Source: an optimization exercise on an open RTL-to-GDS flow (aim: small area, a short achievable clock period and few clock cycles per item). Production flows keep margins and buffers that such runs may drop.
Where RTL was checked, it was by simulation tests only, not by an equivalence proof against the original.

## P
// idct_top
module idct_top (
	input logic Clock,
	input logic Resetn,
	input logic start,
	input logic coef_we,
	input logic [5:0] coef_addr,
	input logic [15:0] coef_data_in,
	output logic pixel_valid,
	output logic [5:0] pixel_index,
	output logic [7:0] pixel_value,
	output logic busy,
	output logic done
);
	localparam int ROW_LAT = idct_pkg::ROW_LAT;
	localparam int COL_LAT = idct_pkg::COL_LAT;
	logic ring_we;
	logic [2:0] ring_pos;
	logic [2:0] ring_slot;
	logic [15:0] ring_data;
	logic [5:0] tau;
	logic hold_load;
	logic [2:0] col_step;
	logic [127:0] head;
	logic [127:0] next_head;
	logic [17:0] y043;
	logic signed [21:0] t;
	logic signed [21:0] sr [7];
	logic [22:0] ha, hb;
	logic [21:0] h1, h2, h3, h5, h6, h7;
	idct_sequencer #(.ROW_LAT(ROW_LAT), .COL_LAT(COL_LAT)) i_sequencer (
		.Clock(Clock),
		.Resetn(Resetn),
		.start(start),
		.coef_we(coef_we),
		.coef_addr(coef_addr),
		.coef_data_in(coef_data_in),
		.ring_we(ring_we),
		.ring_pos(ring_pos),
		.ring_slot(ring_slot),
		.ring_data(ring_data),
		.tau(tau),
		.hold_load(hold_load),
		.col_step(col_step),
		.pixel_valid(pixel_valid),
  ...
For scale: about 43 I/O pins.
clock: 11.0 ns
lec_check: 0
cap_margin: 20
core_margin: 2
core_utilization: 40
cts_cluster_diameter: 150
cts_cluster_size: 20
slew_margin: 20
standard.sh (not shown) runs the stock make flow with config.mk's settings and CLKGATE_MAP_FILE= SYNTH_SCRIPT=/design/flow/synth_recipe.tcl, a recipe that flattens the netlist after the stock synthesis.
==> flow/flow/run.sh <==
#!/bin/bash
# Standard synthesis; then the inverters that synthesis leaves between full
# adders are removed (flow/fixinv.py flips adders, a full adder being
# self-dual); then the standard layout, with timing repair aimed at
# flow/margin.txt ns of setup slack.
set -euo pipefail
MARGIN=$(cat flow/margin.txt)
R=orfs/results/${FLOW_PLATFORM}/idct_top/base
bash standard.sh synth > synth.log 2>&1
python3 flow/fixinv.py $R/1_2_yosys.v $R/1_2_yosys_fixinv.v > fixinv.log 2>&1
cp $R/1_2_yosys.v $R/1_2_yosys_orig.v
cp $R/1_2_yosys_fixinv.v $R/1_2_yosys.v
rm -f $R/1_synth.odb $R/1_synth.sdc
bash standard.sh SETUP_SLACK_MARGIN=$MARGIN MATCH_CELL_FOOTPRINT=0 finish > layout.log 2>&1
Other scripts of this flow, unchanged in this note and not shown: flow/flow/fixinv.py, flow/flow/margin.txt
P finished end to end and its layout was clean on timing, DRC and antenna.
Testbench counts of P, summed over its fixed seeds: cycles 13,856, blocks 96.
Relative to P, the following input files were edited for Q:
# P
export LEC_CHECK = 0
export CAP_MARGIN = 20
export CORE_MARGIN = 2
export CORE_UTILIZATION = 40
export CTS_CLUSTER_DIAMETER = 150
export CTS_CLUSTER_SIZE = 20
export SLEW_MARGIN = 20
create_clock -name core_clock -period 11.0 [get_ports {Clock}]
# Q
export LEC_CHECK = 0
export CAP_MARGIN = 20
export CORE_MARGIN = 2
export CORE_UTILIZATION = 40
export CTS_BUF_LIST = sky130_fd_sc_hd__clkbuf_8 sky130_fd_sc_hd__clkbuf_16
export CTS_CLUSTER_DIAMETER = 100
export CTS_CLUSTER_SIZE = 12
export SLEW_MARGIN = 20
create_clock -name core_clock -period 11.0 [get_ports {Clock}]
Findings:
Last weighted congestion value of the routability-driven placer: Q higher than P. Routed length per placed instance of Q exceeds that of P slightly. Q — worst relative slew slack 3.7 points higher, P as reference. On total number of multi-input combinational cells, Q and P are basically level. The run showing the smaller clock tree buffer count of the final layout is P.

---

Another version of the RTL of idct_top (not shown whole).
Size: roughly 6500 cells after synthesis, roughly 0.077 mm² of cells after synthesis.
clock: 11.0 ns
lec_check: 0
cap_margin: 20
core_margin: 2
core_utilization: 40
cts_cluster_diameter: 150
cts_cluster_size: 24
slew_margin: 20
==> flow/flow/run.sh <==
#!/bin/bash
# Standard synthesis; then the inverters that synthesis leaves between full
# adders are removed (flow/fixinv.py flips adders, a full adder being
# self-dual); then the standard layout, with timing repair aimed at
# flow/margin.txt ns of setup slack.
set -euo pipefail
MARGIN=$(cat flow/margin.txt)
R=orfs/results/${FLOW_PLATFORM}/idct_top/base
bash standard.sh synth > synth.log 2>&1
python3 flow/fixinv.py $R/1_2_yosys.v $R/1_2_yosys_fixinv.v > fixinv.log 2>&1
cp $R/1_2_yosys.v $R/1_2_yosys_orig.v
cp $R/1_2_yosys_fixinv.v $R/1_2_yosys.v
rm -f $R/1_synth.odb $R/1_synth.sdc
bash standard.sh SETUP_SLACK_MARGIN=$MARGIN finish > layout.log 2>&1
==> flow/flow/margin.txt <==
0
Other scripts of this flow, unchanged in this note and not shown: flow/flow/fixinv.py
The first run completed with no timing, DRC or antenna violations.
Testbench counts at the start, summed over its fixed seeds: cycles 13,848, blocks 96.
Edit:
==> flow/flow/margin.txt (replaced) <==
6.8
=>
- The new run completed with no timing, DRC or antenna violations
- wire length rose by 0.42%
- die area does not change
- final cell count is about the same
- fmax went up by 2.8%
- register-to-register slack is better by 0.11 ns
- via count hardly moves
- worst hold slack is worse by 0.0081 ns
- flip-flop and latch count stays the same
- core utilization stays flat
- worst setup slack improved by 0.11 ns

---

Another version of the RTL of idct_top (not shown whole).
Size in the first run: roughly 0.078 mm2 of cells after synthesis.
export LEC_CHECK = 0
export CAP_MARGIN = 20
export CORE_MARGIN = 2
export CORE_UTILIZATION = 40
export CTS_CLUSTER_DIAMETER = 150
export CTS_CLUSTER_SIZE = 20
export SLEW_MARGIN = 20
create_clock -name core_clock -period 11.0 [get_ports {Clock}]
==> flow/flow/run.sh <==
#!/bin/bash
# Standard synthesis; then the inverters that synthesis leaves between full
# adders are removed (flow/fixinv.py flips adders, a full adder being
# self-dual); then the standard layout, with timing repair aimed at
# flow/margin.txt ns of setup slack.
set -euo pipefail
MARGIN=$(cat flow/margin.txt)
R=orfs/results/${FLOW_PLATFORM}/idct_top/base
bash standard.sh synth > synth.log 2>&1
python3 flow/fixinv.py $R/1_2_yosys.v $R/1_2_yosys_fixinv.v > fixinv.log 2>&1
cp $R/1_2_yosys.v $R/1_2_yosys_orig.v
cp $R/1_2_yosys_fixinv.v $R/1_2_yosys.v
rm -f $R/1_synth.odb $R/1_synth.sdc
bash standard.sh SETUP_SLACK_MARGIN=$MARGIN MATCH_CELL_FOOTPRINT=0 finish > layout.log 2>&1
==> flow/flow/margin.txt <==
7.5
Other scripts of this flow, unchanged in this note and not shown: flow/flow/fixinv.py
Then changed:
==> flow/flow/margin.txt (replaced) <==
7.2
Global-route usage went up by 0.51 points.
Final area is about the same.
Final cell count is about the same.
Count of clock-buffer cells in the layout goes up by 2.
Via count increases by about 0.9%.
First-iteration DRC count grows by about 12%.
Register-to-register slack is worse by 0.08 ns.
Die area stays the same.
Function was not checked in any run of this note: the RTL went through the layout flow alone.

[re-timing with driven ports]
How much do the figures lean on ideal ports? The routed layouts below were timed once more, with nothing changed but the port constraints.
Step 1 assumes that a clkbuf_16 drives the clock port and a buf_2 every other input.
Step 2 adds t to the input delays and takes it off the output delays; t is the mean of the earliest and latest rising clock arrival at the registers after step 1. Input paths then give back, and output paths get back, about the clock's delay inside the block.
a / b / c = ideal / step 1 / step 2; a / b = the first two.
| run | t (ns) | setup WS [ns] | clock arrival spread, ns |
|---|---|---|---|
| P | 0.827 | 7.362 / 7.366 / 6.570 | 0.046 / 0.046 |
| Q | 0.887 | 7.343 / 7.343 / 6.594 | 0.064 / 0.065 |
| the first run of note 2 | 0.807 | 6.793 / 6.793 / 6.793 | 0.044 / 0.045 |
| the second run of note 2 | 0.840 | 6.906 / 6.860 / 6.906 | 0.061 / 0.061 |
| the first run of note 3 | 0.856 | 7.028 / 7.028 / 6.600 | 0.053 / 0.052 |
| the second run of note 3 | 0.845 | 6.949 / 6.949 / 6.514 | 0.046 / 0.045 |
After both steps every run listed still meets setup and hold. For P, which loses most, drivers alone change the setup slack by +0.004 ns; drivers and shift together by -0.792 ns.
